Source: an optimization exercise on an open RTL-to-GDS flow (aim: small area). Production flows keep margins and buffers that such runs may drop.
Function was checked by simulation only, so behaviour that the tests miss may differ from the original.
Power figures rest on the tool's default switching activity, not on a simulated workload.

==> design/flow/design.v <==
package cpu_pkg;
    typedef logic [32-1:0]       word_t;
    typedef logic [5-1:0] reg_addr_t;
endpackage
`timescale 1ns/1ps
module instr_decoder (
    input  cpu_pkg::word_t instr,
    input  logic           instr_valid,
    output logic           reg_write,   
    output logic           is_imm,      
    output logic           is_lui       
);
    logic [6:0] opcode;
    logic [2:0] funct3;
    logic [6:0] funct7;
    logic       f7_base;
    logic       f7_alt;
    logic       supported;
    assign opcode  = instr[6:0];
    assign funct3  = instr[14:12];
    assign funct7  = instr[31:25];
    assign f7_base = (funct7 == 7'b0000000);
    assign f7_alt  = (funct7 == 7'b0100000);
    assign is_imm = (opcode == 7'b0010011);
    assign is_lui = (opcode == 7'b0110111);
    always_comb begin
        case (opcode)
            7'b0110011: supported = f7_base ||
                                    (f7_alt && ((funct3 == 3'b000) || (funct3 == 3'b101)));
            7'b0010011: begin
                case (funct3)
                    3'b001:     supported = f7_base;
                    3'b101: supported = f7_base || f7_alt;
                    default:     supported = 1'b1;
                endcase
            end
            7'b0110111:   supported = 1'b1;
            default:    supported = 1'b0;
        endcase
    end
    assign reg_write = instr_valid && supported && (instr[11:7] != '0);
endmodule
`timescale 1ns/1ps
module rf_bit_next (
    input  logic we,
    input  logic we_n,
    input  logic d,
    input  logic q,
    output logic nxt
);
    assign nxt = (we & d) | (we_n & q);
endmodule
module rf_read3 (
    input  logic [2:0] sel,
    input  logic [2:0] q,
    output logic       y_n
);
    assign y_n = !(|(sel & q));
endmodule
module register_file (
    input  logic               clk,
    input  logic               arst_n,
    input  cpu_pkg::reg_addr_t rs1_addr_d,
    input  logic               rs1_en_d,
    input  cpu_pkg::reg_addr_t rs2_addr_d,
    input  logic               rs2_en_d,
    input  logic               ex_we,
    input  cpu_pkg::reg_addr_t ex_waddr,
    output cpu_pkg::word_t     rs1_data,
    output cpu_pkg::word_t     rs2_data,
    input  logic               we,       
    input  cpu_pkg::reg_addr_t waddr,
    input  cpu_pkg::word_t     wdata
);
    localparam int N = 32;
    localparam int W = 32;
    logic [W-1:0] regs  [1:N-1];
    logic [W-1:0] nxt   [1:N-1];
    logic [N-1:1] written;
    logic [N-1:1] wsel;
    logic [N-1:1] wsel_n;
    logic [N-1:1] rd_ok;
    logic [N-1:1] rd_ok_d;
    logic [N-1:1] sel1_d;
    logic [N-1:1] sel2_d;
    logic [N-1:1] sel1;
    logic [N-1:1] sel2;
    logic         fwd1;
    logic         fwd2;
    always_comb begin
        for (int i = 1; i < N; i++) begin
            wsel[i]    = we && (waddr == i[4:0]);
            wsel_n[i]  = !(we && (waddr == i[4:0]));
            rd_ok_d[i] = (written[i] || wsel[i]) && !(ex_we && (ex_waddr == i[4:0]));
            sel1_d[i]  = rs1_en_d && (rs1_addr_d == i[4:0]) && rd_ok_d[i];
            sel2_d[i]  = rs2_en_d && (rs2_addr_d == i[4:0]) && rd_ok_d[i];
        end
    end
    always_ff @(posedge clk) begin
        sel1 <= sel1_d;
        sel2 <= sel2_d;
        fwd1 <= rs1_en_d && ex_we && (rs1_addr_d == ex_waddr);
        fwd2 <= rs2_en_d && ex_we && (rs2_addr_d == ex_waddr);
    end
    always_ff @(posedge clk or negedge arst_n) begin
        if (!arst_n) begin
            written <= '0;
        end else begin
            written <= written | wsel;
        end
    end
    for (genvar i = 1; i < N; i++) begin : g_row
        for (genvar b = 0; b < W; b++) begin : g_bit
            rf_bit_next u_nxt (
                .we   (wsel[i]),
                .we_n (wsel_n[i]),
                .d    (wdata[b]),
                .q    (regs[i][b]),
                .nxt  (nxt[i][b])
            );
        end
        always_ff @(posedge clk) begin
            regs[i] <= nxt[i];
        end
    end
    for (genvar b = 0; b < W; b++) begin : g_col
        logic [10:0] g1_n;
        logic [10:0] g2_n;
        for (genvar g = 0; g < 10; g++) begin : g_grp
            logic [2:0] q3;
            assign q3 = {regs[3*g+3][b], regs[3*g+2][b], regs[3*g+1][b]};
            rf_read3 u_r1 (.sel(sel1[3*g+3:3*g+1]), .q(q3), .y_n(g1_n[g]));
            rf_read3 u_r2 (.sel(sel2[3*g+3:3*g+1]), .q(q3), .y_n(g2_n[g]));
        end
        assign g1_n[10] = !((sel1[N-1] && regs[N-1][b]) || (fwd1 && wdata[b]));
        assign g2_n[10] = !((sel2[N-1] && regs[N-1][b]) || (fwd2 && wdata[b]));
        assign rs1_data[b] = !(&g1_n);
        assign rs2_data[b] = !(&g2_n);
    end
endmodule
`timescale 1ns/1ps
module alu_carry (
    input  logic [31:0] p,
    input  logic [31:0] g,
    input  logic        cin,
    output logic [32:0] c
);
    logic [31:0] gg [0:5];
    logic [31:0] pp [0:5];
    always_comb begin
        gg[0] = g;
        pp[0] = p;
        gg[0][0] = g[0] | (p[0] & cin);
        for (int l = 1; l <= 5; l++) begin
            gg[l] = gg[l-1];
            pp[l] = pp[l-1];
            for (int i = 0; i < 32; i++) begin
                if (((i + 1) % (1 << l)) == 0) begin
                    gg[l][i] = gg[l-1][i] | (pp[l-1][i] & gg[l-1][i - (1 << (l-1))]);
                    pp[l][i] = pp[l-1][i] & pp[l-1][i - (1 << (l-1))];
                end
            end
        end
    end
    logic [31:0] G;
    always_comb begin
        G = gg[5];
        for (int l = 4; l >= 1; l--) begin
            for (int i = 0; i < 32; i++) begin
                if ((((i + 1) % (1 << l)) == (1 << (l-1))) && (i >= (1 << l))) begin
                    G[i] = gg[5][i] | (pp[5][i] & G[i - (1 << (l-1))]);
                end
            end
        end
    end
    assign c[0] = cin;
    assign c[32:1] = G;
endmodule
module alu_pre (
    input  logic a,
    input  logic b,
    input  logic sub,
    output logic p,
    output logic g
);
    logic bx;
    assign bx = b ^ sub;
    assign p  = a ^ bx;
    assign g  = a & bx;
endmodule
module alu_post (
    input  logic p,
    input  logic g,
    input  logic c,
    input  logic sh_n,
    input  logic k_p,    
    input  logic k_c,
    input  logic k_g,
    input  logic k_sh,
    output logic y
);
    assign y = (k_p & (p ^ (k_c & c))) | (k_g & g) | (k_sh & !sh_n);
endmodule
module alu_shift (
    input  logic [31:0] x,
    input  logic        fill,    
    input  logic [4:0]  ml,      
    input  logic [4:0]  mr,      
    input  logic [4:0]  mn,      
    output logic [31:0] y_n
);
    logic [31:0] v [0:5];
    logic        fill_n;
    assign v[0]   = x;
    assign fill_n = !fill;
    for (genvar l = 0; l < 5; l++) begin : g_lvl
        localparam int K = 1 << l;
        localparam logic ZERO = (l % 2 == 0) ? 1'b0 : 1'b1;
        logic f;
        assign f = (l % 2 == 0) ? fill : fill_n;
        for (genvar i = 0; i < 32; i++) begin : g_bit
            logic [2:0] d;
            assign d[0] = v[l][i];
            assign d[1] = (i >= K)     ? v[l][i-K] : ZERO;
            assign d[2] = (i + K < 32) ? v[l][i+K] : f;
            if ((i >= K) && (i + K < 32)) begin : g_full
                rf_read3 u_c (.sel({mr[l], ml[l], mn[l]}), .q(d), .y_n(v[l+1][i]));
            end else begin : g_edge
                assign v[l+1][i] = !((mn[l] & d[0]) | (ml[l] & d[1]) | (mr[l] & d[2]));
            end
        end
    end
    assign y_n = v[5];
endmodule
module execute_stage (
    input  logic [31:7]    ins,       
    input  logic           is_imm,
    input  logic           is_lui,
    input  cpu_pkg::word_t rs1_data,  
    input  cpu_pkg::word_t rs2_data,  
    output cpu_pkg::word_t result
);
    logic [2:0]     f3;
    logic           alt;
    logic           is_reg;
    logic           sub;
    cpu_pkg::word_t immg;
    cpu_pkg::word_t a;
    cpu_pkg::word_t b;
    cpu_pkg::word_t bx;
    cpu_pkg::word_t p;
    cpu_pkg::word_t g;
    logic [32:0]    c;
    logic           lt;
    logic           op_sum, op_xor, op_or, op_and, op_sr, op_sl, op_lt;
    logic           k_p, k_c, k_g, k_sh;
    logic [4:0]     ml, mr, mn;
    cpu_pkg::word_t sh_n;
    cpu_pkg::word_t r;
    assign f3     = ins[14:12];
    assign alt    = ins[30];
    assign is_reg = !is_imm && !is_lui;
    assign op_sum = is_lui || (f3 == 3'b000);
    assign op_xor = !is_lui && (f3 == 3'b100);
    assign op_or  = !is_lui && (f3 == 3'b110);
    assign op_and = !is_lui && (f3 == 3'b111);
    assign op_sr  = !is_lui && (f3 == 3'b101);
    assign op_sl  = !is_lui && (f3 == 3'b001);
    assign op_lt  = !is_lui && (f3[2:1] == 2'b01);
    assign sub = (is_reg && (f3 == 3'b000) && alt) || op_lt;
    assign immg = is_lui ? {ins[31:12], 12'b0} :
                  is_imm ? {{20{ins[31]}}, ins[31:20]} : 32'b0;
    assign a  = rs1_data;
    assign b  = rs2_data | immg;
    for (genvar i = 0; i < 32; i++) begin : g_pre
        alu_pre u_pre (.a(a[i]), .b(b[i]), .sub(sub), .p(p[i]), .g(g[i]));
    end
    alu_carry u_carry (.p(p), .g(g), .cin(sub), .c(c));
    assign lt  = (f3[0] ? 1'b1 : p[31]) ^ c[32];
    assign k_p  = op_sum || op_xor || op_or;
    assign k_c  = op_sum;
    assign k_g  = op_and || op_or;
    assign k_sh = op_sl || op_sr;
    assign ml   = {5{op_sl}} & b[4:0];
    assign mr   = {5{op_sr}} & b[4:0];
    assign mn   = ~b[4:0];
    alu_shift u_shift (.x(a), .fill(alt && a[31]), .ml(ml), .mr(mr), .mn(mn), .y_n(sh_n));
    for (genvar i = 0; i < 32; i++) begin : g_post
        alu_post u_post (.p(p[i]), .g(g[i]), .c(c[i]), .sh_n(sh_n[i]), .k_p(k_p), .k_c(k_c),
                         .k_g(k_g), .k_sh(k_sh), .y(r[i]));
    end
    assign result = {r[31:1], r[0] | (op_lt & lt)};
endmodule
`timescale 1ns/1ps
module rv_alu_core (
    input  logic           clk,
    input  logic           arst_n,
    input  cpu_pkg::word_t instr,
    input  logic           instr_valid,
    output logic [37:0]    retire
);
    logic           dec_write;
    logic           dec_imm;
    logic           dec_lui;
    logic           s1_v;
    logic           s1_imm;
    logic           s1_lui;
    logic [31:7]    s1_ins;
    cpu_pkg::word_t rs1_data;
    cpu_pkg::word_t rs2_data;
    cpu_pkg::word_t result;
    logic           r_v;
    logic [4:0]     r_rd;
    cpu_pkg::word_t r_data;
    instr_decoder dec0 (
        .instr       (instr),
        .instr_valid (instr_valid),
        .reg_write   (dec_write),
        .is_imm      (dec_imm),
        .is_lui      (dec_lui)
    );
    always_ff @(posedge clk or negedge arst_n) begin
        if (!arst_n) begin
            s1_v <= 1'b0;
        end else begin
            s1_v <= dec_write;
        end
    end
    always_ff @(posedge clk) begin
        s1_imm <= dec_imm;
        s1_lui <= dec_lui;
        s1_ins <= instr[31:7];
    end
    register_file rf0 (
        .clk      (clk),
        .arst_n   (arst_n),
        .rs1_addr_d (instr[19:15]),
        .rs1_en_d   (!dec_lui),
        .rs2_addr_d (instr[24:20]),
        .rs2_en_d   (!dec_imm && !dec_lui),
        .ex_we      (s1_v),
        .ex_waddr   (s1_ins[11:7]),
        .rs1_data (rs1_data),
        .rs2_data (rs2_data),
        .we       (r_v),
        .waddr    (r_rd),
        .wdata    (r_data)
    );
    execute_stage ex0 (
        .ins      (s1_ins),
        .is_imm   (s1_imm),
        .is_lui   (s1_lui),
        .rs1_data (rs1_data),
        .rs2_data (rs2_data),
        .result   (result)
    );
    always_ff @(posedge clk or negedge arst_n) begin
        if (!arst_n) begin
            r_v <= 1'b0;
        end else begin
            r_v <= s1_v;
        end
    end
    always_ff @(posedge clk) begin
        r_rd   <= s1_ins[11:7];
        r_data <= result;
    end
    assign retire = {r_v, r_rd, r_data};
endmodule
==> design/flow/run.sh <==
#!/bin/bash
# synth_recipe.tcl (not shown) runs the flow's synth.tcl, then flattens the netlist and writes it again
# the make line also repeats each setting of config.mk as NAME=value (left out here)
make -C /OpenROAD-flow-scripts/flow DESIGN_CONFIG=/design/flow/config.mk WORK_HOME=/design/flow/orfs CLKGATE_MAP_FILE= SYNTH_SCRIPT=/design/flow/synth_recipe.tcl finish
==> design/flow/config.mk <==
export PLATFORM = sky130hd
export DESIGN_NAME = rv_alu_core
export DESIGN_NICKNAME = rv_alu_core
export VERILOG_FILES = /design/flow/design.v
export SDC_FILE = /design/flow/constraint.sdc
export NUM_CORES = 4
export LEC_CHECK = 0
export CAP_MARGIN = 20
export CORE_MARGIN = 2
export CORE_UTILIZATION = 55
export CTS_CLUSTER_DIAMETER = 100
export CTS_CLUSTER_SIZE = 30
export GPL_TIMING_DRIVEN = 0
export SLEW_MARGIN = 20
export SYNTH_HIERARCHICAL = 1
export SYNTH_MINIMUM_KEEP_SIZE = 0
==> design/flow/constraint.sdc <==
create_clock -name core_clock -period 6.0 [get_ports {clk}]
set_input_delay 1.2000 -clock core_clock [delete_from_list [all_inputs] [get_ports {clk}]]
set_output_delay 1.2000 -clock core_clock [all_outputs]
set_load 0.01 [all_outputs]
==> results of run 1 <==
[Yosys stat by module, one instance, submodules excluded]
module | cells | cell area [um2] | times used | flip-flops and latches
rf_bit_next | 1 | 8.76 | 992 | 0
register_file | 1795 | 25800 | 1 | 1087
execute_stage | 133 | 777 | 1 | 0
alu_shift | 92 | 666 | 1 | 0
instr_decoder | 19 | 136 | 1 | 0
alu_pre | 2 | 21.3 | 32 | 0
rf_read3 | 1 | 10.0 | 738 | 0
alu_post | 4 | 28.8 | 32 | 0
rv_alu_core | 69 | 1350 | 1 | 66
alu_carry | 82 | 539 | 1 | 0
[power breakdown]
group          internal [mW]  switching, mW
registers               7.70         0.0959
logic                  0.197          0.280
clock network           1.51           2.52
[sequential cells by signal, summed over array words and instances, names as in the netlist]
signal / cells
r_data: 32
r_rd: 5
r_v: 1
rf0.fwd1: 1
rf0.fwd2: 1
rf0.regs: 992
rf0.sel1: 31
rf0.sel2: 31
rf0.written: 31
s1_imm: 1
s1_ins: 25
s1_lui: 1
s1_v: 1
[area by class of cell]
class,instances,area (um2),area share
clock inverter,8,134,0.00246
antenna,2,5.00,0.0000921
inverter,76,285,0.00525
multi-input combinational,2787,23100,0.424
tap,1144,1430,0.0263
timing repair buffer,231,4300,0.0791
sequential,1153,23400,0.430
clock buffer,56,1200,0.0221
buffer,96,569,0.0105
[cell families (layout without fill, tap and decap cells)]
| kind of cell | Yosys count | after routing | synth area share |
|---|---|---|---|
| other | 0 | 2 | 0 |
| AO/OA/AOI/OAI | 2030 | 2030 | 0.390 |
| buffers and inverters | 172 | 467 | 0.0182 |
| adder cells (fa/ha/maj) | 32 | 32 | 0.00852 |
| XOR/XNOR | 75 | 75 | 0.0140 |
| flip-flops | 1153 | 1153 | 0.495 |
| AND/OR/NAND/NOR | 650 | 650 | 0.0747 |
[routing by layer]
| layer | GRT usage | share of wire | up-vias |
|---|---|---|---|
| li1 | - | - | 18942 |
| met1 | 0.605 | 0.35 | 22446 |
| met2 | 0.673 | 0.41 | 4327 |
| met3 | 0.171 | 0.16 | 1022 |
| met4 | 0.302 | 0.077 | 10 |
| met5 | 0.0144 | 0.0011 | - |
[cells in the final DEF, fill, tap and decap left out, drive strengths merged, types with 34 or more instances in the layout]
cell type      netlist  layout
inv                 76      78
nor2               108     108
xnor2               42      42
a221oi              60      60
a222oi             742     742
a21oi               81      81
clkbuf              37      93
a221o               34      34
clkdlybuf4s50        0      71
buf                 59     219
nand4              168     168
nor2b               47      47
a22o               994     994
nand2              196     196
a22oi               53      53
dfxtp             1120    1120
[synth_stat cells, types with 3 or more instances]
| cell type | number |
|---|---|
| dfrtp_1 | 33 |
| nand3_1 | 6 |
| and2_1 | 5 |
| nand4bb_1 | 4 |
| xor2_1 | 33 |
| nand2b_1 | 8 |
| ha_1 | 32 |
| and4_1 | 4 |
| buf_4 | 35 |
| buf_6 | 7 |
| clkbuf_2 | 5 |
| clkbuf_1 | 32 |
| nand3b_1 | 7 |
| nor4b_1 | 27 |
| a22o_1 | 994 |
| dfxtp_1 | 1120 |
| a222oi_1 | 742 |
| o21ai_0 | 8 |
| a31oi_1 | 3 |
| nand4_1 | 167 |
| inv_1 | 75 |
| a221o_1 | 34 |
| xnor2_1 | 42 |
| a22oi_1 | 53 |
| nand2_1 | 196 |
| nand4b_1 | 3 |
| nor2b_1 | 47 |
| and4bb_2 | 4 |
| nor2_1 | 108 |
| nor3_1 | 28 |
| o21a_1 | 3 |
| nor4_1 | 9 |
| a221oi_1 | 60 |
| and4b_1 | 5 |
| a21o_1 | 33 |
| a21oi_1 | 80 |
| buf_2 | 15 |
[per-stage QoR]
stage	cells	area, um2	util	total power, mW	setup TNS (ns)
after global routing	5552	54400	0.640	12.5	0
after CTS	5551	54300	0.640	12.3	0
after floorplan	4112	47000	-	8.13	0
final	5553	54400	0.640	12.3	-0.0417
after detailed placement	5487	53000	0.625	8.42	0
after global placement	5328	49100	0.579	8.34	-31.84
[worst max path at each step]
stage	from	end	slack, ns
floorplan	s1_lui	r_data[0]	1.44
detailed placement	rf0.sel2[13]	r_data[0]	0.37
global placement	rf0.sel2[7]	r_data[16]	-1.34
CTS	rf0.sel2[13]	r_data[0]	0.31
global route	rf0.sel1[18]	r_data[20]	0.02
finish	rf0.sel1[7]	r_data[13]	-0.03
==> results.sh, run 1 <==
export IMPL_worstMarginPinSlew_ns=0.971
export IMPL_via_per_inst=8.42
export IMPL_cts_buffer_depth=3
export IMPL_finalHoldViolCount=0
export IMPL_worst_setup_path_start_kind="register"
export IMPL_fillers=6843
export IMPL_post_place_ws_ns=0.374
export IMPL_drc_errors=0
export IMPL_gr_total_overflow=0
export IMPL_synthFlopType="dfxtp_1"
export IMPL_r2r_cells=13
export IMPL_drt_iter0_markers=11829
export IMPL_first_global_vias=43601
export IMPL_ff2ff_setup_slack_ns=-0.03
export IMPL_hp_start="s1_ins[10]"
export IMPL_cpMaxStageDelayCell="a222oi_1"
export IMPL_postLayoutSetupSlackWorst_ns=-0.0277
export IMPL_die_height_um=296
export IMPL_clkSinkCount=1153
export IMPL_area_growth_pct=15.7
export IMPL_first_pass_iters=19
export IMPL_async_flop_share=0.0286
export IMPL_syn_avg_cell_area_um2=11.4
export IMPL_fin_crit_ns=6.03
export IMPL_holdWs_ns=0.359
export IMPL_crit_type="reg2reg"
export IMPL_max_freq_ghz=0.166
export IMPL_r2r_start="rf0.sel1[7]"
export IMPL_grt_use_total=0.474
export IMPL_path_depth=13
export IMPL_die_w_um=296
export IMPL_clkTransAtPathRegs_ns=0.12
export IMPL_leakagePower_nw=20.1
export IMPL_min_period_over_period=1.00
export IMPL_synth_area_um2=47000
export IMPL_cts_hold_buffers_added=0
export IMPL_slew_viol_final=0
export IMPL_antenna_found_initial=6
export IMPL_netlist_area_leader_share=0.477
export IMPL_synth_warnings=17
export IMPL_setup_viol=2
export IMPL_worstReg2RegEnd="r_data[13]"
export IMPL_slowest_delay_ns=0.81
export IMPL_grt_pass1_wl_um=305000
export IMPL_maxCapViolCount=0
export IMPL_ios=73
export IMPL_rows=107
export IMPL_crit_buf_inv=2
export IMPL_insertion_delay_ns=0.68
export IMPL_hold_path_depth=0
export IMPL_core_area_um2=84900
export IMPL_hpwl_um=141000
export IMPL_synthDistinctLibCells=70
export IMPL_cp_data_arrival_time_ns=6.60
export IMPL_root_buffer="clkbuf_16"
export IMPL_final_layout_size_suffix_gt1_frac=0.106
export IMPL_synth_top_cells_by_area="dfxtp_1 (48%), a22o_1 (19%), a222oi_1 (16%)"
export IMPL_dr_total_vias=46747
export IMPL_ys_seq_area_frac=0.495
export IMPL_relSlewSlack=0.352
export IMPL_tritoncts="done"
export IMPL_syn_inst=4112
export IMPL_power_density_nw_per_um2=226
export IMPL_yosysTopAreaCell="dfxtp_1"
export IMPL_crit_path_end_kind="register"
export IMPL_ys_seq_elements=1153
export IMPL_nets=4458
export IMPL_start_util=0.554
export IMPL_violations="negative setup slack"
export IMPL_post_drt_wl_per_cell_um=39.1
export IMPL_design_die_area_um2=87800
export IMPL_ant_nets=0
export IMPL_port_buffers=72
export IMPL_grt_max_degree=34
export IMPL_cts_resized_gates=0
export IMPL_cp_data_required_time_ns=6.57
export IMPL_drt_total_wl_um=217000
export IMPL_hold_path_endpoint="r_rd[3]"
export IMPL_cp_common_cell="a222oi_1"
export IMPL_status="finished with violations"
export IMPL_worst_hold_path_type="reg2reg"
export IMPL_cts_max_level=2
export IMPL_crit_chain="buf_16 -> a222oi_1 -> nand4_1 -> nor2_1 -> nand4_1 -> a222oi_1 -> a222oi_1 -> a222oi_1 -> a222oi_1 -> a22oi_1 -> nor2b_1 -> a221o_1 -> buf_4"
export IMPL_fin_worst_skew_ns=0.0569
export IMPL_critPathMaxFanout=18
export IMPL_cts_buffers=46
export IMPL_cts_setup_buffers=0
export IMPL_worst_path_dominant_cell_family="compound AO/OA/AOI/OAI gates"
export IMPL_rsz0062_at_grt="false"
export IMPL_vdd_ir_drop_worst_mv=0.211
export IMPL_synth_edff_count=0
export IMPL_gp_congestion=1.02
==> run 2: changes to the inputs <==
--- a/design/flow/design.v
+++ b/design/flow/design.v
@@ -51,4 +51,16 @@
     assign nxt = (we & d) | (we_n & q);
 endmodule
+module rf_nand4 (
+    input  logic [3:0] a_n,
+    output logic       y
+);
+    assign y = !(&a_n);
+endmodule
+module rf_nand3 (
+    input  logic [2:0] a_n,
+    output logic       y
+);
+    assign y = !(&a_n);
+endmodule
 module rf_read3 (
     input  logic [2:0] sel,
@@ -135,6 +147,13 @@
         assign g1_n[10] = !((sel1[N-1] && regs[N-1][b]) || (fwd1 && wdata[b]));
         assign g2_n[10] = !((sel2[N-1] && regs[N-1][b]) || (fwd2 && wdata[b]));
-        assign rs1_data[b] = !(&g1_n);
-        assign rs2_data[b] = !(&g2_n);
+        logic [2:0] t1, t2;
+        rf_nand4 u_c1a (.a_n(g1_n[3:0]),  .y(t1[0]));
+        rf_nand4 u_c1b (.a_n(g1_n[7:4]),  .y(t1[1]));
+        rf_nand3 u_c1c (.a_n(g1_n[10:8]), .y(t1[2]));
+        rf_nand4 u_c2a (.a_n(g2_n[3:0]),  .y(t2[0]));
+        rf_nand4 u_c2b (.a_n(g2_n[7:4]),  .y(t2[1]));
+        rf_nand3 u_c2c (.a_n(g2_n[10:8]), .y(t2[2]));
+        assign rs1_data[b] = |t1;
+        assign rs2_data[b] = |t2;
     end
 endmodule
@@ -193,12 +212,18 @@
     input  logic g,
     input  logic c,
-    input  logic sh_n,
     input  logic k_p,    
     input  logic k_c,
     input  logic k_g,
-    input  logic k_sh,
+    output logic x_n
+);
+    assign x_n = !((k_p & (p ^ (k_c & c))) | (k_g & g));
+endmodule
+module alu_out (
+    input  logic x_n,
+    input  logic sh_n,
+    input  logic k_sh_n,
     output logic y
 );
-    assign y = (k_p & (p ^ (k_c & c))) | (k_g & g) | (k_sh & !sh_n);
+    assign y = !((k_sh_n | sh_n) & x_n);
 endmodule
 module alu_shift (
@@ -287,6 +312,8 @@
     alu_shift u_shift (.x(a), .fill(alt && a[31]), .ml(ml), .mr(mr), .mn(mn), .y_n(sh_n));
     for (genvar i = 0; i < 32; i++) begin : g_post
-        alu_post u_post (.p(p[i]), .g(g[i]), .c(c[i]), .sh_n(sh_n[i]), .k_p(k_p), .k_c(k_c),
-                         .k_g(k_g), .k_sh(k_sh), .y(r[i]));
+        logic x_n;
+        alu_post u_post (.p(p[i]), .g(g[i]), .c(c[i]), .k_p(k_p), .k_c(k_c), .k_g(k_g),
+                         .x_n(x_n));
+        alu_out u_out (.x_n(x_n), .sh_n(sh_n[i]), .k_sh_n(!k_sh), .y(r[i]));
     end
     assign result = {r[31:1], r[0] | (op_lt & lt)};
--- a/design/flow/config.mk
+++ b/design/flow/config.mk
@@ -12,4 +12,5 @@
 export CTS_CLUSTER_SIZE = 30
 export GPL_TIMING_DRIVEN = 0
+export SETUP_SLACK_MARGIN = 0.6
 export SLEW_MARGIN = 20
 export SYNTH_HIERARCHICAL = 1
==> run 2 against run 1 <==
  * The run now finishes clean
  * Setup slack better by 0.52 ns
  * Fmax is 9.4% higher
  * Synthesized cell count is 0.39% higher
  * Worst hold slack worse by 0.0078 ns
  * Critical path depth is 2 lower
==> results.sh, run 2 <==
export IMPL_largest_reg_flops=992
export IMPL_crit_path_end_kind="register"
export IMPL_crit_type="reg2reg"
export IMPL_cpMaxStageDelayCell="a222oi_1"
export IMPL_async_flop_share=0.0286
export IMPL_start_util=0.556
export IMPL_yosysTopAreaCell="dfxtp_1"
export IMPL_multi_input_area_um2=23700
export IMPL_synth_top_cells_by_area="dfxtp_1 (47%), a22o_1 (18%), a222oi_1 (16%)"
export IMPL_syn_inst=4128
export IMPL_setup_viol=0
export IMPL_area_growth_pct=16.4
export IMPL_fillers=6815
export IMPL_die_height_um=298
export IMPL_layout_commonest_cell="dfxtp_1"
export IMPL_worstMarginPinSlew_ns=1.11
export IMPL_cts_buffer_depth=3
export IMPL_dp_cells=5493
export IMPL_first_pass_iters=15
export IMPL_drt_iter0_markers=13245
export IMPL_rows=107
export IMPL_critPathMaxFanout=17
export IMPL_gp_congestion=1.01
export IMPL_via_per_inst=8.60
export IMPL_slew_viol_final=0
export IMPL_rsz0062_at_grt="true"
export IMPL_ios=73
export IMPL_clkTransAtPathRegs_ns=0.11
export IMPL_core_area_um2=85300
export IMPL_post_place_ws_ns=0.161
export IMPL_ys_seq_area_frac=0.490
export IMPL_cp_common_cell="a222oi_1"
export IMPL_die_w_um=298
export IMPL_cts_hold_buffers_added=0
export IMPL_ff_latch_area_um2=23400
export IMPL_synthDistinctLibCells=73
export IMPL_regMostFlops="rf0.regs"
export IMPL_crit_buf_inv=2
export IMPL_drt_total_wl_um=223000
export IMPL_dr_total_vias=48332
export IMPL_maxCapViolCount=0
export IMPL_final_layout_size_suffix_gt1_frac=0.133
export IMPL_postLayoutSetupSlackWorst_ns=0.491
export IMPL_max_freq_ghz=0.182
export IMPL_slowest_delay_ns=0.86
export IMPL_largestRegisters="rf0.regs: 992 flops, r_data: 32 flops"
export IMPL_port_buffers=72
export IMPL_syn_avg_cell_area_um2=11.5
export IMPL_synth_edff_count=0
export IMPL_synth_common_cells="dfxtp_1 (1,120), a22o_1 (994), a222oi_1 (742)"
export IMPL_tritoncts="done"
export IMPL_clkSinkCount=1153
export IMPL_root_buffer="clkbuf_16"
export IMPL_status="timing/DRC/antenna clean"
export IMPL_grt_use_total=0.470
export IMPL_ant_nets=0
export IMPL_synth_area_um2=47400
export IMPL_fin_crit_ns=5.51
export IMPL_cts_buffers=45
export IMPL_post_route_util=0.647
export IMPL_synth_warnings=17
export IMPL_fin_worst_skew_ns=0.0329
export IMPL_worst_setup_path_start_kind="register"
export IMPL_min_period_over_period=0.918
export IMPL_post_drt_wl_per_cell_um=39.7
export IMPL_first_global_vias=43458
export IMPL_ys_seq_elements=1153
export IMPL_insertion_delay_ns=0.68
export IMPL_grt_pass1_wl_um=311000
export IMPL_vdd_ir_drop_worst_mv=0.253
export IMPL_grt_max_degree=65
export IMPL_hpwl_um=143000
export IMPL_nets=4524
export IMPL_post_synth_top_count_cell="dfxtp_1"
export IMPL_instances_no_fill=5620
export IMPL_netlist_area_leader_share=0.473
export IMPL_drc_errors=0
export IMPL_gr_total_overflow=0
export IMPL_antenna_found_initial=11
export IMPL_finalHoldViolCount=0
export IMPL_cp_data_required_time_ns=6.59
export IMPL_synthFlopType="dfxtp_1"
export IMPL_worst_hold_path_type="reg2reg"
export IMPL_cts_max_level=2
export IMPL_cp_data_arrival_time_ns=6.10
export IMPL_design_die_area_um2=88600
export IMPL_worst_path_dominant_cell_family="compound AO/OA/AOI/OAI gates"
export IMPL_power_density_nw_per_um2=221
export IMPL_layout_common_cells="dfxtp_1 (1,028), a22o_1 (994), a222oi_1 (742), nand4_1 (133), nand2_1 (106)"
export IMPL_crit_chain="buf_16 -> a222oi_1 -> nand4_1 -> or3_1 -> a222oi_1 -> a222oi_1 -> a222oi_1 -> a222oi_1 -> a221oi_2 -> o21ai_1 -> buf_4"
export IMPL_relSlewSlack=0.262
export IMPL_leakagePower_nw=20.7
[run 2: cell types whose count changed after synthesis, sizes merged, moves of 33 or more]
| cell | delta |
|---|---|
| and4b | +33 |
| nand2 | -57 |
| nand3 | +72 |
| nand4 | -34 |
| nor2 | -64 |
| nor2b | -34 |
| or3 | +64 |
[run 2: logic make-up (layout without fill, tap and decap cells)]
logic type	Yosys count	in the layout	share of synthesized area
flip-flops	1153	1153	0.490
adder cells (fa/ha/maj)	32	32	0.00845
other	0	8	0
AND/OR/NAND/NOR	664	664	0.0827
XOR/XNOR	43	43	0.00794
AO/OA/AOI/OAI	2062	2062	0.393
buffers and inverters	174	514	0.0177
[run 2: per-layer routing]
metal	part of all wire	global-route usage	wire length [um]	up-vias
met5	0.0013	0	299	-
met2	0.39	0.645	86900	4749
met3	0.17	0.186	37700	972
met1	0.36	0.614	80500	23357
li1	-	-	-	19236
met4	0.080	0.294	17700	18
[run 2: worst register-to-register path: cells and delay by family, from the launching register on]
family,cells,cell delay (ns)
AOI/OAI and AO/OA,7,3.39
buffers and inverters,2,0.50
DFF,1,0.55
and+or+nand+nor,2,0.99
[run 2: timing repair]
item / 4_1_cts / 5_1_grt
buffers inserted: 3 / 53
pin swaps: 10 / 62
cloned: 0 / 5
setup endpoints to repair: 13 / 25
gates resized for setup: 17 / 50
[run 2: through the flow]
stage | power [mW] | area [um2] | hold WS (ns) | TNS, ns
finish | 12.2 | 55200 | 0.351 | 0
global placement | 8.34 | 49600 | 0.335 | -32.19
floorplan | 8.14 | 47400 | 0.326 | 0
detailed placement | 8.39 | 53000 | 0.337 | 0
global route | 12.4 | 55100 | 0.375 | 0
CTS | 12.2 | 54400 | 0.356 | 0
[run 2: worst paths after layout]
path,slack [ns],startpoint,endpoint,depth (start not counted)
min reg2reg,0.35,s1_ins[9],r_rd[2],0
max reg2reg,0.49,rf0.sel1[12],r_data[25],11
min,0.35,s1_ins[9],r_rd[2],0
min in group asynchronous,0.47,arst_n,rf0.written[4],1
max in group asynchronous,5.07,arst_n,rf0.written[15],2
max,0.49,rf0.sel1[12],r_data[25],11
[run 2: cell type report]
type	count	area share
plain buffers	98	0.0100
multi-input cells	2801	0.429
flip-flops and latches	1153	0.424
repair buffers	282	0.0818
clock buffers	51	0.0212
inverters	76	0.00531
well taps	1144	0.0259
clock inverters	7	0.00168
diodes	8	0.000363
[run 2: per-module statistics from Yosys, one instance, submodules excluded, excerpt]
module         cell area [um2]  flip-flops and latches
alu_out                   5.00                       0
alu_shift                  666                       0
execute_stage              773                       0
instr_decoder              136                       0
register_file            24800                    1087
rv_alu_core               1350                      66
[run 2: power by group]
part	total, mW	leakage (nW)	switching, mW	internal, mW
sequential	7.80	9.54	0.110	7.69
combinational	0.437	10.5	0.259	0.178
clock	3.95	0.618	2.52	1.43
==> run 3: changes to the inputs <==
==> design/flow/flow/run.sh (new file) <==
#!/bin/bash
# The standard synthesis, then the standard layout with two additions:
# ABC's buffers are removed at floorplan (REMOVE_ABC_BUFFERS), and before the
# placement-stage repair_design the drivers of high-fanout nets are sized up
# (flow/presize.tcl, run through ORFS's PRE_RESIZE_TCL hook).
set -euo pipefail
work=$(pwd)
bash standard.sh synth > "$work/synth.log" 2>&1
bash standard.sh REMOVE_ABC_BUFFERS=1 PRE_RESIZE_TCL="$work/flow/presize.tcl" finish > "$work/layout.log" 2>&1
==> design/flow/flow/presize.tcl (new file) <==
# Runs before the placement-stage repair_design (PRE_RESIZE_TCL). Nets with
# many loads (register-file word and bit lines, ALU controls) get a driver one
# size up, so repair_design needs few buffers on them.
proc presize_high_fanout {min_loads size} {
  set n 0
  set block [ord::get_db_block]
  foreach net [$block getNets] {
    set its [$net getITerms]
    if {[llength $its] < [expr {$min_loads + 1}]} continue
    set drv ""
    foreach it $its {
      if {[$it isOutputSignal]} { set drv [$it getInst] }
    }
    if {$drv eq ""} continue
    set m [[$drv getMaster] getName]
    regsub {_[0-9]+$} $m "_$size" m2
    if {$m2 eq $m} continue
    set cells [get_lib_cells -quiet */$m2]
    if {[llength $cells] == 0} continue
    replace_cell [get_cells [$drv getName]] [lindex $cells 0]
    incr n
  }
  puts "presize_high_fanout: resized $n drivers to size $size"
}
presize_high_fanout 16 2
==> design/flow/standard.sh (new file) <==
#!/bin/bash
# synth_recipe.tcl (not shown) runs the flow's synth.tcl, then flattens the netlist and writes it again
# the make line also repeats each setting of config.mk as NAME=value (left out here)
make -C /OpenROAD-flow-scripts/flow DESIGN_CONFIG=/design/flow/config.mk WORK_HOME=/design/flow/orfs CLKGATE_MAP_FILE= SYNTH_SCRIPT=/design/flow/synth_recipe.tcl "${@:-finish}"
--- a/design/flow/config.mk
+++ b/design/flow/config.mk
@@ -12,4 +12,5 @@
 export CTS_CLUSTER_SIZE = 30
 export GPL_TIMING_DRIVEN = 0
+export PLACE_DENSITY = 0.65
 export SETUP_SLACK_MARGIN = 0.6
 export SLEW_MARGIN = 20
removed: design/flow/run.sh
==> run 3 against run 2 <==
  * Still clean
  * Routed wire length fell by 5.8%
  * Via count fell by 4.8%
  * Clock skew is 0.0074 ns higher
  * Core utilization shrank 4.0 points
  * Cell area fell by 6.2%
  * Total power is 0.21% higher
  * Setup slack improved by 0.10 ns
  * Worst hold slack improved by 0.10 ns
  * Count of clock-buffer cells in the layout increased by 1
  * Sequential share of layout area grew 2.9 points
  * Synthesized area unchanged
  * Critical path type unchanged
  * Largest power group unchanged
  * Highest routed layer unchanged
==> results.sh, run 3 <==
export IMPL_finalHoldViolCount=0
export IMPL_clkTransAtPathRegs_ns=0.12
export IMPL_hpwl_um=114000
export IMPL_cts_buffers=45
export IMPL_slowest_delay_ns=0.83
export IMPL_ff_latch_area_um2=23500
export IMPL_drt_total_wl_um=210000
export IMPL_tritoncts="done"
export IMPL_setup_viol=0
export IMPL_die_w_um=298
export IMPL_synth_warnings=17
export IMPL_gp_congestion=1.02
export IMPL_power_switching_mw=2.83
export IMPL_vdd_ir_drop_worst_mv=0.200
export IMPL_core_area_um2=85300
export IMPL_cpMaxStageDelayCell="a222oi_1"
export IMPL_async_flop_share=0.0286
export IMPL_largestRegisters="rf0.regs: 992 flops, r_data: 32 flops"
export IMPL_design_die_area_um2=88600
export IMPL_cp_common_cell="a222oi_1"
export IMPL_status="timing/DRC/antenna clean"
export IMPL_synthFlopType="dfxtp_1"
export IMPL_slew_viol_final=0
export IMPL_crit_type="reg2reg"
export IMPL_post_route_util=0.607
export IMPL_rsz0062_at_grt="false"
export IMPL_worst_hold_path_type="reg2reg"
export IMPL_rows=107
export IMPL_intPower_mw=9.39
export IMPL_insertion_delay_ns=0.66
export IMPL_cp_data_required_time_ns=6.57
export IMPL_antenna_found_initial=2
export IMPL_synth_edff_count=0
export IMPL_fin_crit_ns=5.41
export IMPL_pwr_share_comb=0.024
export IMPL_synth_area_um2=47400
export IMPL_clkSinkCount=1153
export IMPL_drt_iter0_markers=10865
export IMPL_multi_input_area_um2=23700
export IMPL_port_buffers=72
export IMPL_power_density_nw_per_um2=236
export IMPL_cp_data_arrival_time_ns=5.98
export IMPL_fillers=7108
export IMPL_die_height_um=298
export IMPL_root_buffer="clkbuf_16"
export IMPL_drc_errors=0
export IMPL_power_share_clock=0.332
export IMPL_fin_tns_setup_ns=0
export IMPL_nets=4267
export IMPL_min_period_over_period=0.901
export IMPL_relSlewSlack=0.112
export IMPL_switching_share=0.231
export IMPL_ys_seq_area_frac=0.490
export IMPL_crit_chain="a222oi_1 -> nand4_1 -> or3_4 -> buf_4 -> a21oi_4 -> a222oi_1 -> a222oi_1 -> a222oi_1 -> a222oi_1 -> a32oi_1 -> o21ai_1 -> a41o_1"
export IMPL_critPathMaxFanout=32
export IMPL_area_growth_pct=9.18
export IMPL_cts_hold_buffers_added=0
export IMPL_fin_worst_skew_ns=0.0403
export IMPL_ant_nets=0
export IMPL_syn_avg_cell_area_um2=11.5
export IMPL_place_area_um2=49400
export IMPL_start_util=0.556
export IMPL_maxCapViolCount=0
export IMPL_first_global_vias=42299
export IMPL_layout_common_cells="dfxtp_1 (1,023), a22o_1 (994), a222oi_1 (742), nand4_1 (133), nand2_1 (108)"
export IMPL_via_per_inst=8.59
export IMPL_yosysTopAreaCell="dfxtp_1"
export IMPL_gr_total_overflow=0
export IMPL_ios=73
export IMPL_synth_top_cells_by_area="dfxtp_1 (47%), a22o_1 (18%), a222oi_1 (16%)"
export IMPL_crit_path_end_kind="register"
export IMPL_netlist_area_leader_share=0.473
export IMPL_regMostFlops="rf0.regs"
export IMPL_post_synth_top_count_cell="dfxtp_1"
export IMPL_final_layout_size_suffix_gt1_frac=0.0874
export IMPL_grt_max_degree=65
export IMPL_largest_reg_flops=992
export IMPL_cts_buffer_depth=3
export IMPL_ys_seq_elements=1153
export IMPL_worst_setup_path_start_kind="register"
export IMPL_synthDistinctLibCells=73
export IMPL_leakagePower_nw=19.0
export IMPL_max_freq_ghz=0.185
export IMPL_cts_max_level=2
export IMPL_layout_commonest_cell="dfxtp_1"
export IMPL_syn_inst=4128
export IMPL_post_drt_wl_per_cell_um=39.3
export IMPL_synth_common_cells="dfxtp_1 (1,120), a22o_1 (994), a222oi_1 (742)"
export IMPL_first_pass_iters=15
export IMPL_dr_total_vias=46001
export IMPL_grt_pass1_wl_um=294000
export IMPL_pwr_share_seq=0.643
export IMPL_fin_area_um2=51800
export IMPL_grt_use_total=0.442
export IMPL_worstMarginPinSlew_ns=1.33
[run 3: path summary, 6_finish.rpt]
check,from,endpoint,slack (ns),cells past startpoint
worst max-delay path,rf0.sel2[7],r_data[0],0.59,12
worst min-delay path,s1_ins[8],r_rd[1],0.46,0
worst max register to register,rf0.sel2[7],r_data[0],0.59,12
worst min register to register,s1_ins[8],r_rd[1],0.46,0
max in group asynchronous,arst_n,rf0.written[3],4.37,1
min in group asynchronous,arst_n,s1_v,1.07,1
[run 3: routing by layer]
metal	global-route usage	vias up	wire [um]
met5	0.00216	-	44
met4	0.289	4	16500
met3	0.136	848	34400
met2	0.610	4280	83400
met1	0.594	22197	76000
li1	-	18672	-
[run 3: logic make-up after synthesis]
family          count (synthesis)  synth area share
fa+ha+maj                      32           0.00845
flops                        1153             0.490
compound gates               2062             0.393
simple gates                  664            0.0827
buf+inv                       174            0.0177
xor+xnor                       43           0.00794
[run 3: cell type report]
class	instances	share of cell area
multi-input combinational	2801	0.458
sequential	1153	0.453
timing repair buffer	123	0.0293
tap	1144	0.0277
clock buffer	52	0.0231
inverter	76	0.00556
clock inverter	7	0.00266
antenna	1	0.0000483
[run 3: power groups by stage]
stage	Sequential [mW]	Clock (mW)	Combinational (mW)
2_1_floorplan	7.97	0	0.148
3_3_place_gp	8.04	0	0.274
3_5_place_dp	8.04	0	0.282
4_1_cts	7.85	4.04	0.285
5_1_grt	7.87	4.29	0.314
6_report	7.86	4.06	0.298
[run 3: worst max-delay path: cells and delay by family (launching register included)]
kind            cells  cell delay (ns)
compound gates      9             3.86
buf+inv             1             0.16
flops               1             0.38
simple gates        2             0.93
[run 3: modules after synthesis (local to each module, per instance), a selection]
| module | cells inside | cell area, um2 | copies in the design |
|---|---|---|---|
| execute_stage | 132 | 773 | 1 |
| rv_alu_core | 69 | 1350 | 1 |
| alu_shift | 92 | 666 | 1 |
| alu_carry | 82 | 539 | 1 |
| rf_nand3 | 1 | 5.00 | 64 |
| rf_nand4 | 1 | 6.26 | 128 |
| rf_bit_next | 1 | 8.76 | 992 |
| alu_out | 1 | 5.00 | 32 |
| alu_pre | 2 | 21.3 | 32 |
| instr_decoder | 19 | 136 | 1 |
[run 3: timing repair]
| item | CTS | global route |
|---|---|---|
| endpoints found under the setup margin | 8 | 4 |
| buffers inserted | 19 | 28 |
| pin swaps | 9 | 33 |
| resized for setup | 31 | 25 |
[run 3: through the flow]
step           hold slack (ns)  setup slack (ns)  total power [mW]  std cells
2_1_floorplan            0.413              1.30              8.11       4030
6_report                 0.456             0.594              12.2       5357
5_1_grt                  0.476             0.575              12.5       5356
3_3_place_gp             0.435             -1.17              8.31       5246
4_1_cts                  0.454             0.609              12.2       5326
3_5_place_dp             0.443             0.121              8.32       5248
==> run 4: changes to the inputs <==
--- a/design/flow/design.v
+++ b/design/flow/design.v
@@ -51,16 +51,4 @@
     assign nxt = (we & d) | (we_n & q);
 endmodule
-module rf_nand4 (
-    input  logic [3:0] a_n,
-    output logic       y
-);
-    assign y = !(&a_n);
-endmodule
-module rf_nand3 (
-    input  logic [2:0] a_n,
-    output logic       y
-);
-    assign y = !(&a_n);
-endmodule
 module rf_read3 (
     input  logic [2:0] sel,
@@ -147,13 +135,6 @@
         assign g1_n[10] = !((sel1[N-1] && regs[N-1][b]) || (fwd1 && wdata[b]));
         assign g2_n[10] = !((sel2[N-1] && regs[N-1][b]) || (fwd2 && wdata[b]));
-        logic [2:0] t1, t2;
-        rf_nand4 u_c1a (.a_n(g1_n[3:0]),  .y(t1[0]));
-        rf_nand4 u_c1b (.a_n(g1_n[7:4]),  .y(t1[1]));
-        rf_nand3 u_c1c (.a_n(g1_n[10:8]), .y(t1[2]));
-        rf_nand4 u_c2a (.a_n(g2_n[3:0]),  .y(t2[0]));
-        rf_nand4 u_c2b (.a_n(g2_n[7:4]),  .y(t2[1]));
-        rf_nand3 u_c2c (.a_n(g2_n[10:8]), .y(t2[2]));
-        assign rs1_data[b] = |t1;
-        assign rs2_data[b] = |t2;
+        assign rs1_data[b] = !(&g1_n);
+        assign rs2_data[b] = !(&g2_n);
     end
 endmodule
@@ -212,18 +193,12 @@
     input  logic g,
     input  logic c,
+    input  logic sh_n,
     input  logic k_p,    
     input  logic k_c,
     input  logic k_g,
-    output logic x_n
-);
-    assign x_n = !((k_p & (p ^ (k_c & c))) | (k_g & g));
-endmodule
-module alu_out (
-    input  logic x_n,
-    input  logic sh_n,
-    input  logic k_sh_n,
+    input  logic k_sh,
     output logic y
 );
-    assign y = !((k_sh_n | sh_n) & x_n);
+    assign y = (k_p & (p ^ (k_c & c))) | (k_g & g) | (k_sh & !sh_n);
 endmodule
 module alu_shift (
@@ -312,8 +287,6 @@
     alu_shift u_shift (.x(a), .fill(alt && a[31]), .ml(ml), .mr(mr), .mn(mn), .y_n(sh_n));
     for (genvar i = 0; i < 32; i++) begin : g_post
-        logic x_n;
-        alu_post u_post (.p(p[i]), .g(g[i]), .c(c[i]), .k_p(k_p), .k_c(k_c), .k_g(k_g),
-                         .x_n(x_n));
-        alu_out u_out (.x_n(x_n), .sh_n(sh_n[i]), .k_sh_n(!k_sh), .y(r[i]));
+        alu_post u_post (.p(p[i]), .g(g[i]), .c(c[i]), .sh_n(sh_n[i]), .k_p(k_p), .k_c(k_c),
+                         .k_g(k_g), .k_sh(k_sh), .y(r[i]));
     end
     assign result = {r[31:1], r[0] | (op_lt & lt)};
--- a/design/flow/config.mk
+++ b/design/flow/config.mk
@@ -8,10 +8,10 @@
 export CAP_MARGIN = 20
 export CORE_MARGIN = 2
-export CORE_UTILIZATION = 55
+export CORE_UTILIZATION = 60
 export CTS_CLUSTER_DIAMETER = 100
 export CTS_CLUSTER_SIZE = 30
 export GPL_TIMING_DRIVEN = 0
-export PLACE_DENSITY = 0.65
-export SETUP_SLACK_MARGIN = 0.6
+export PLACE_DENSITY = 0.72
+export SETUP_SLACK_MARGIN = 0.3
 export SLEW_MARGIN = 20
 export SYNTH_HIERARCHICAL = 1
==> run 4 against run 3 <==
  * Cell area shrank 2.9%
  * Clock skew grew 0.014 ns
  * Synthesized cell count shrank 0.39%
  * Worst hold slack gained 0.014 ns
  * Largest power group unchanged
  * Highest routed layer unchanged
==> results.sh, run 4 <==
export IMPL_grt_pass1_wl_um=294000
export IMPL_drt_total_wl_um=210000
export IMPL_fin_worst_skew_ns=0.0547
export IMPL_nets=4206
export IMPL_max_freq_ghz=0.168
export IMPL_rows=102
export IMPL_synth_edff_count=0
export IMPL_r2r_start="rf0.sel1[10]"
export IMPL_post_drt_wl_per_cell_um=40.4
export IMPL_worstMarginPinSlew_ns=1.29
export IMPL_crit_type="reg2reg"
export IMPL_largest_reg_flops=992
export IMPL_synthFlopType="dfxtp_1"
export IMPL_wl_met2_um=83000
export IMPL_maxCapViolCount=0
export IMPL_worst_path_dominant_cell_family="compound AO/OA/AOI/OAI gates"
export IMPL_gr_total_overflow=0
export IMPL_synth_top_cells_by_area="dfxtp_1 (48%), a22o_1 (19%), a222oi_1 (16%)"
export IMPL_wl_met1_um=71300
export IMPL_area_growth_pct=6.96
export IMPL_rsz0062_at_grt="true"
export IMPL_clkSinkCount=1153
export IMPL_cts_max_level=2
export IMPL_layout_common_cells="dfxtp_1 (1,023), a22o_1 (994), a222oi_1 (742), nand4_1 (167), nand2_1 (165)"
export IMPL_cp_common_cell="a222oi_1"
export IMPL_hold_path_depth=2
export IMPL_r2r_cells=11
export IMPL_critPathMaxFanout=32
export IMPL_grt_use_total=0.488
export IMPL_yosysTopAreaCell="dfxtp_1"
export IMPL_leakagePower_nw=18.2
export IMPL_ys_seq_elements=1153
export IMPL_fin_crit_ns=5.94
export IMPL_ant_nets=0
export IMPL_cts_buffer_depth=3
export IMPL_final_layout_size_suffix_gt1_frac=0.0641
export IMPL_synthDistinctLibCells=70
export IMPL_netlist_area_leader_share=0.477
export IMPL_relSlewSlack=0.135
export IMPL_crit_chain="a222oi_1 -> nand4_1 -> nor2_1 -> nand4_1 -> a222oi_1 -> a222oi_1 -> a222oi_1 -> a222oi_1 -> a221oi_1 -> nor2b_1 -> a221o_1"
export IMPL_synth_common_cells="dfxtp_1 (1,120), a22o_1 (994), a222oi_1 (742)"
export IMPL_post_synth_top_count_cell="dfxtp_1"
export IMPL_worstReg2RegEnd="r_data[18]"
export IMPL_antenna_found_initial=7
export IMPL_worst_hold_path_type="reg2reg"
export IMPL_power_density_nw_per_um2=240
export IMPL_grt_max_degree=35
export IMPL_hold_path_endpoint="rf0.written[17]"
export IMPL_hpwl_um=116000
export IMPL_cpMaxStageDelayCell="a222oi_1"
export IMPL_largestRegisters="rf0.regs: 992 flops, r_data: 32 flops"
export IMPL_gp_congestion=1.01
export IMPL_drc_errors=0
export IMPL_cp_data_required_time_ns=6.54
export IMPL_first_global_vias=42907
export IMPL_tritoncts="done"
export IMPL_totalPowerFinal_mw=12.1
export IMPL_design_die_area_um2=80600
export IMPL_finalHoldViolCount=0
export IMPL_worst_setup_path_start_kind="register"
export IMPL_synth_area_um2=47000
export IMPL_clkTransAtPathRegs_ns=0.12
export IMPL_dr_wl_met3_um=38500
export IMPL_ys_seq_area_frac=0.495
export IMPL_dr_total_vias=46147
export IMPL_port_buffers=72
export IMPL_core_area_um2=77500
export IMPL_cts_buffers=45
export IMPL_via_per_inst=8.89
export IMPL_drt_iter0_markers=11306
export IMPL_insertion_delay_ns=0.68
export IMPL_ff2ff_setup_slack_ns=0.06
export IMPL_n_antenna_cell=0
export IMPL_slowest_delay_ns=0.76
export IMPL_die_height_um=284
export IMPL_fin_tns_setup_ns=0
export IMPL_slew_viol_final=0
export IMPL_cp_data_arrival_time_ns=6.48
export IMPL_crit_path_end_kind="register"
export IMPL_hp_start="rf0.written[17]"
export IMPL_vdd_ir_drop_worst_mv=0.259
export IMPL_fin_area_um2=50300
export IMPL_ios=73
export IMPL_crit_buf_inv=0
export IMPL_highest_layer="met5"
export IMPL_place_area_um2=48900
export IMPL_start_util=0.607
export IMPL_layout_commonest_cell="dfxtp_1"
export IMPL_async_flop_share=0.0286
export IMPL_status="timing/DRC/antenna clean"
export IMPL_syn_avg_cell_area_um2=11.4
export IMPL_synth_warnings=17
export IMPL_root_buffer="clkbuf_16"
export IMPL_setup_viol=0
export IMPL_regMostFlops="rf0.regs"
export IMPL_first_pass_iters=14
export IMPL_die_w_um=284
export IMPL_min_period_over_period=0.990
export IMPL_syn_inst=4112
## run 4: cell count changes after synthesis, sizes merged, moves of 34 or more
cell	delta
or3	-64
nor2b	+34
nand4	+34
nor2	+64
nand2	+57
nand3	-72
## run 4: per-module statistics from Yosys, one instance, submodules excluded, a selection
module | cell area, um2 | cells inside | flops+latches | times used
alu_carry | 539 | 82 | 0 | 1
alu_post | 28.8 | 4 | 0 | 32
register_file | 25800 | 1795 | 1087 | 1
execute_stage | 777 | 133 | 0 | 1
alu_shift | 666 | 92 | 0 | 1
instr_decoder | 136 | 19 | 0 | 1
rv_alu_core | 1350 | 69 | 66 | 1
rf_bit_next | 8.76 | 1 | 0 | 992
## run 4: cell families after synthesis
group / synth area share
buf+inv: 0.0182
xor+xnor: 0.0140
flops: 0.495
compound gates: 0.390
fa+ha+maj: 0.00852
simple gates: 0.0747
## run 4: final cells by class
cell class,instances,area [um2]
multi-input cells,2787,23200
clock inverters,4,75.1
repair buffers,76,796
fillers,6249,27200
inverters,76,285
well taps,1040,1300
clock buffers,55,1180
flip-flops and latches,1153,23400
## run 4: layer usage
metal,track usage,vias to the layer above
met2,0.683,4627
met3,0.216,1146
met4,0.320,8
met5,0,-
li1,-,18405
met1,0.606,21961
## run 4: power by group
part           switching (mW)  internal [mW]  leakage [nW]  total, mW
Combinational           0.148          0.128          8.07      0.275
Sequential              0.209           7.68          9.55       7.89
Clock                    2.46           1.44         0.610       3.90
## run 4: tightest hold or removal path: stages, from the launching register on
cell     delay, ns
dfrtp_1       0.34
a21oi_1       0.06
inv_1         0.05
## run 4: how the worst max path moves through the flow
stage | start | to | slack (ns) | cells past startpoint
final | rf0.sel1[10] | r_data[18] | 0.06 | 11
after global placement | rf0.sel2[7] | r_data[26] | -1.21 | 13
after global routing | rf0.sel1[13] | r_data[0] | 0.29 | 15
after floorplan | s1_lui | r_data[0] | 1.33 | 14
after CTS | rf0.sel2[22] | r_data[0] | 0.35 | 18
after detailed placement | rf0.sel2[22] | r_data[0] | 0.40 | 18
## run 4: metrics by stage
stage                     utilization  hold WS, ns  instances  setup WS [ns]
after detailed placement        0.631        0.444       5131          0.403
after CTS                       0.647        0.471       5190          0.351
after global placement          0.625        0.438       5128          -1.21
after floorplan                     -        0.413       4016           1.33
final                           0.649        0.470       5191         0.0575
after global routing            0.649        0.484       5191          0.289
## run 4: timing repair
item,4_1_cts,5_1_grt
setup endpoints to repair,0,8
hold buffers,0,0
buffers inserted,0,1
gates resized for setup,0,36
==> run 5: changes to the inputs <==
--- a/design/flow/config.mk
+++ b/design/flow/config.mk
@@ -13,5 +13,5 @@
 export GPL_TIMING_DRIVEN = 0
 export PLACE_DENSITY = 0.72
-export SETUP_SLACK_MARGIN = 0.3
+export SETUP_SLACK_MARGIN = 0.6
 export SLEW_MARGIN = 20
 export SYNTH_HIERARCHICAL = 1
==> run 5 against run 4 <==
  * Total power about the same
  * Fmax increased by 7.1%
  * Routed wire length increased by 2.5%
  * Combinational power about the same
  * Critical path type unchanged
  * Still clean on timing, DRC and antenna
  * Worst hold slack about the same
  * Die area unchanged
  * Cell area increased by 1.4%
  * Register-to-register slack improved by 0.39 ns
  * Global-route usage increased by 0.068 points
==> results.sh, run 5 <==
export IMPL_start_util=0.607
export IMPL_status="timing/DRC/antenna clean"
export IMPL_ys_seq_area_frac=0.495
export IMPL_grt_max_degree=35
export IMPL_worst_hold_path_type="reg2reg"
export IMPL_rsz0062_at_grt="true"
export IMPL_largestRegisters="rf0.regs: 992 flops, r_data: 32 flops"
export IMPL_setup_viol=0
export IMPL_gp_congestion=1.01
export IMPL_regMostFlops="rf0.regs"
export IMPL_port_buffers=72
export IMPL_cts_buffer_depth=3
export IMPL_core_area_um2=77500
export IMPL_die_height_um=284
export IMPL_critPathMaxFanout=32
export IMPL_layout_commonest_cell="dfxtp_1"
export IMPL_crit_type="reg2reg"
export IMPL_cts_max_level=2
export IMPL_synth_warnings=17
export IMPL_ios=73
export IMPL_cp_data_arrival_time_ns=6.09
export IMPL_dr_total_vias=46694
export IMPL_worst_setup_path_start_kind="register"
export IMPL_slew_viol_final=0
export IMPL_ant_nets=0
export IMPL_synthFlopType="dfxtp_1"
export IMPL_layout_common_cells="dfxtp_1 (1,023), a22o_1 (994), a222oi_1 (742), nand4_1 (167), nand2_1 (165)"
export IMPL_synthDistinctLibCells=70
export IMPL_pwr_share_seq=0.653
export IMPL_power_share_clock=0.324
export IMPL_syn_inst=4112
export IMPL_synth_common_cells="dfxtp_1 (1,120), a22o_1 (994), a222oi_1 (742)"
export IMPL_n_antenna_cell=0
export IMPL_finalHoldViolCount=0
export IMPL_leakagePower_nw=18.6
export IMPL_intPower_mw=9.24
export IMPL_tritoncts="done"
export IMPL_root_buffer="clkbuf_16"
export IMPL_ff2ff_setup_slack_ns=0.45
export IMPL_post_place_ws_ns=0.403
export IMPL_area_growth_pct=8.44
export IMPL_grt_pass1_wl_um=294000
export IMPL_hold_path_depth=2
export IMPL_fin_crit_ns=5.55
export IMPL_synth_top_cells_by_area="dfxtp_1 (48%), a22o_1 (19%), a222oi_1 (16%)"
export IMPL_clkSinkCount=1153
export IMPL_first_pass_iters=15
export IMPL_power_density_nw_per_um2=237
export IMPL_drc_errors=0
export IMPL_synth_edff_count=0
export IMPL_nets=4252
export IMPL_synth_area_um2=47000
export IMPL_async_flop_share=0.0286
export IMPL_rows=102
export IMPL_maxCapViolCount=0
export IMPL_design_die_area_um2=80600
export IMPL_hpwl_um=116000
export IMPL_holdWs_ns=0.470
export IMPL_drt_total_wl_um=215000
export IMPL_largest_reg_flops=992
export IMPL_vdd_ir_drop_worst_mv=0.259
export IMPL_die_w_um=284
export IMPL_cp_data_required_time_ns=6.54
export IMPL_max_freq_ghz=0.180
export IMPL_startpoint="rf0.sel1[10]"
export IMPL_drt_iter0_markers=12170
export IMPL_grt_use_total=0.489
export IMPL_gr_total_overflow=0
export IMPL_totalPowerFinal_mw=12.1
export IMPL_relSlewSlack=0.122
export IMPL_min_period_over_period=0.925
export IMPL_final_layout_size_suffix_gt1_frac=0.0774
export IMPL_via_per_inst=8.92
export IMPL_insertion_delay_ns=0.68
export IMPL_netlist_area_leader_share=0.477
export IMPL_ys_seq_elements=1153
export IMPL_post_synth_top_count_cell="dfxtp_1"
export IMPL_post_drt_wl_per_cell_um=41.0
export IMPL_r2r_start="rf0.sel1[10]"
export IMPL_crit_path_end_kind="register"
export IMPL_switching_share=0.235
export IMPL_syn_avg_cell_area_um2=11.4
export IMPL_postLayoutSetupSlackWorst_ns=0.451
export IMPL_hp_start="rf0.written[17]"
export IMPL_clkTransAtPathRegs_ns=0.12
export IMPL_fin_worst_skew_ns=0.0533
export IMPL_worstReg2RegEnd="r_data[18]"
export IMPL_power_switching_mw=2.83
export IMPL_antenna_found_initial=5
export IMPL_cts_buffers=45
export IMPL_pwr_share_comb=0.023
export IMPL_first_global_vias=42923
export IMPL_r2r_cells=11
export IMPL_yosysTopAreaCell="dfxtp_1"
export IMPL_worstMarginPinSlew_ns=1.31
export IMPL_hold_path_endpoint="rf0.written[17]"
==> run 5: power by group through the flow <==
| stage | clock [mW] | sequential [mW] | combinational [mW] |
|---|---|---|---|
| floorplan | 0 | 7.96 | 0.142 |
| global placement | 0 | 8.06 | 0.257 |
| detailed placement | 0 | 8.06 | 0.268 |
| CTS | 3.87 | 7.87 | 0.269 |
| global route | 4.12 | 7.88 | 0.291 |
| finish | 3.91 | 7.88 | 0.277 |
==> run 5: worst max path at each step <==
stage                  to  slack [ns]
3_5_place_dp    r_data[0]        0.40
4_1_cts         r_data[0]        0.59
3_3_place_gp   r_data[26]       -1.21
6_report       r_data[18]        0.45
2_1_floorplan   r_data[0]        1.33
5_1_grt         r_data[0]        0.57
==> run 5: area by class of cell <==
cell class | instances | area [um2]
fill | 6170 | 26500
sequential | 1153 | 23500
multi-input combinational | 2787 | 23200
timing repair buffer | 122 | 1380
tap | 1040 | 1300
clock buffer | 55 | 1180
inverter | 76 | 285
clock inverter | 4 | 75.1
==> run 5: routing by layer <==
metal	vias up	global-route usage	part of all wire	routed length, um
met2	4768	0.686	0.40	85200
met3	1246	0.213	0.18	38700
li1	18494	-	-	-
met5	-	0	0.00080	171
met4	10	0.317	0.085	18400
met1	22176	0.609	0.34	72500
==> run 5: what timing repair did <==
action,in CTS,in global routing
setup buffers,3,44
setup endpoints to repair,4,16
resized for setup,30,45
hold buffers,0,0
pin swaps,3,27
==> run 5: per-module statistics from Yosys, one instance, submodules excluded <==
module	times used	area [um2]	cells	flip-flops and latches
alu_carry	1	539	82	0
alu_post	32	28.8	4	0
alu_pre	32	21.3	2	0
alu_shift	1	666	92	0
execute_stage	1	777	133	0
instr_decoder	1	136	19	0
register_file	1	25800	1795	1087
rf_bit_next	992	8.76	1	0
rf_read3	738	10.0	1	0
rv_alu_core	1	1350	69	66
==> run 5: critical path, stage by stage, from the launching register on <==
cell      delay (ns)
dfxtp_4         0.55
a222oi_1        0.54
nand4_1         0.52
nor2_1          0.62
nand4_1         0.43
a222oi_1        0.53
a222oi_1        0.26
a222oi_1        0.62
a222oi_1        0.21
a221oi_1        0.65
nor2b_1         0.12
a221o_1         0.31
==> run 5: metrics by stage <==
step	setup TNS [ns]	cell area, um2	std cells	utilization
after detailed placement	0	48900	5131	0.631
after floorplan	0	46400	4016	-
final	0	51000	5237	0.658
after global routing	0	51000	5237	0.658
after CTS	0	50200	5193	0.648
after global placement	-28.78	48400	5128	0.625
==> run 5: kinds of logic (layout without fill, tap and decap cells) <==
| group | count (synthesis) | after routing | share of synthesized area |
|---|---|---|---|
| xor+xnor | 75 | 75 | 0.0140 |
| compound gates | 2030 | 2030 | 0.390 |
| buf+inv | 172 | 257 | 0.0182 |
| simple gates | 650 | 650 | 0.0747 |
| flops | 1153 | 1153 | 0.495 |
| fa+ha+maj | 32 | 32 | 0.00852 |

==> separate check: timing with driven ports <==
In the flow no input, the clock included, has a driving cell. The finished layouts below were timed again as built, in two steps. Step 1, drivers: a clkbuf_16 drives clk and a buf_2 each remaining input, both assumed. Step 2 adds t to the input delays and takes it off the output delays; t is the mean of the earliest and latest rising clock arrival at the registers after step 1. Input paths then give back, and output paths get back, about the clock's delay inside the block. Three values: no drivers, after step 1, after step 2; two values: the first two.
run | t (ns) | setup slack, ns | worst setup path after step 2 | worst register clock-pin slew, ns
run 1 | 0.722 | -0.028 / -0.028 / -0.028 | register to register | 0.12 / 0.12
run 2 | 0.740 | 0.491 / 0.491 / 0.491 | register to register | 0.12 / 0.12
run 3 | 0.720 | 0.594 / 0.594 / 0.594 | register to register | 0.12 / 0.12
run 4 | 0.726 | 0.057 / 0.057 / 0.057 | register to register | 0.12 / 0.12
run 5 | 0.726 | 0.451 / 0.451 / 0.451 | register to register | 0.12 / 0.12
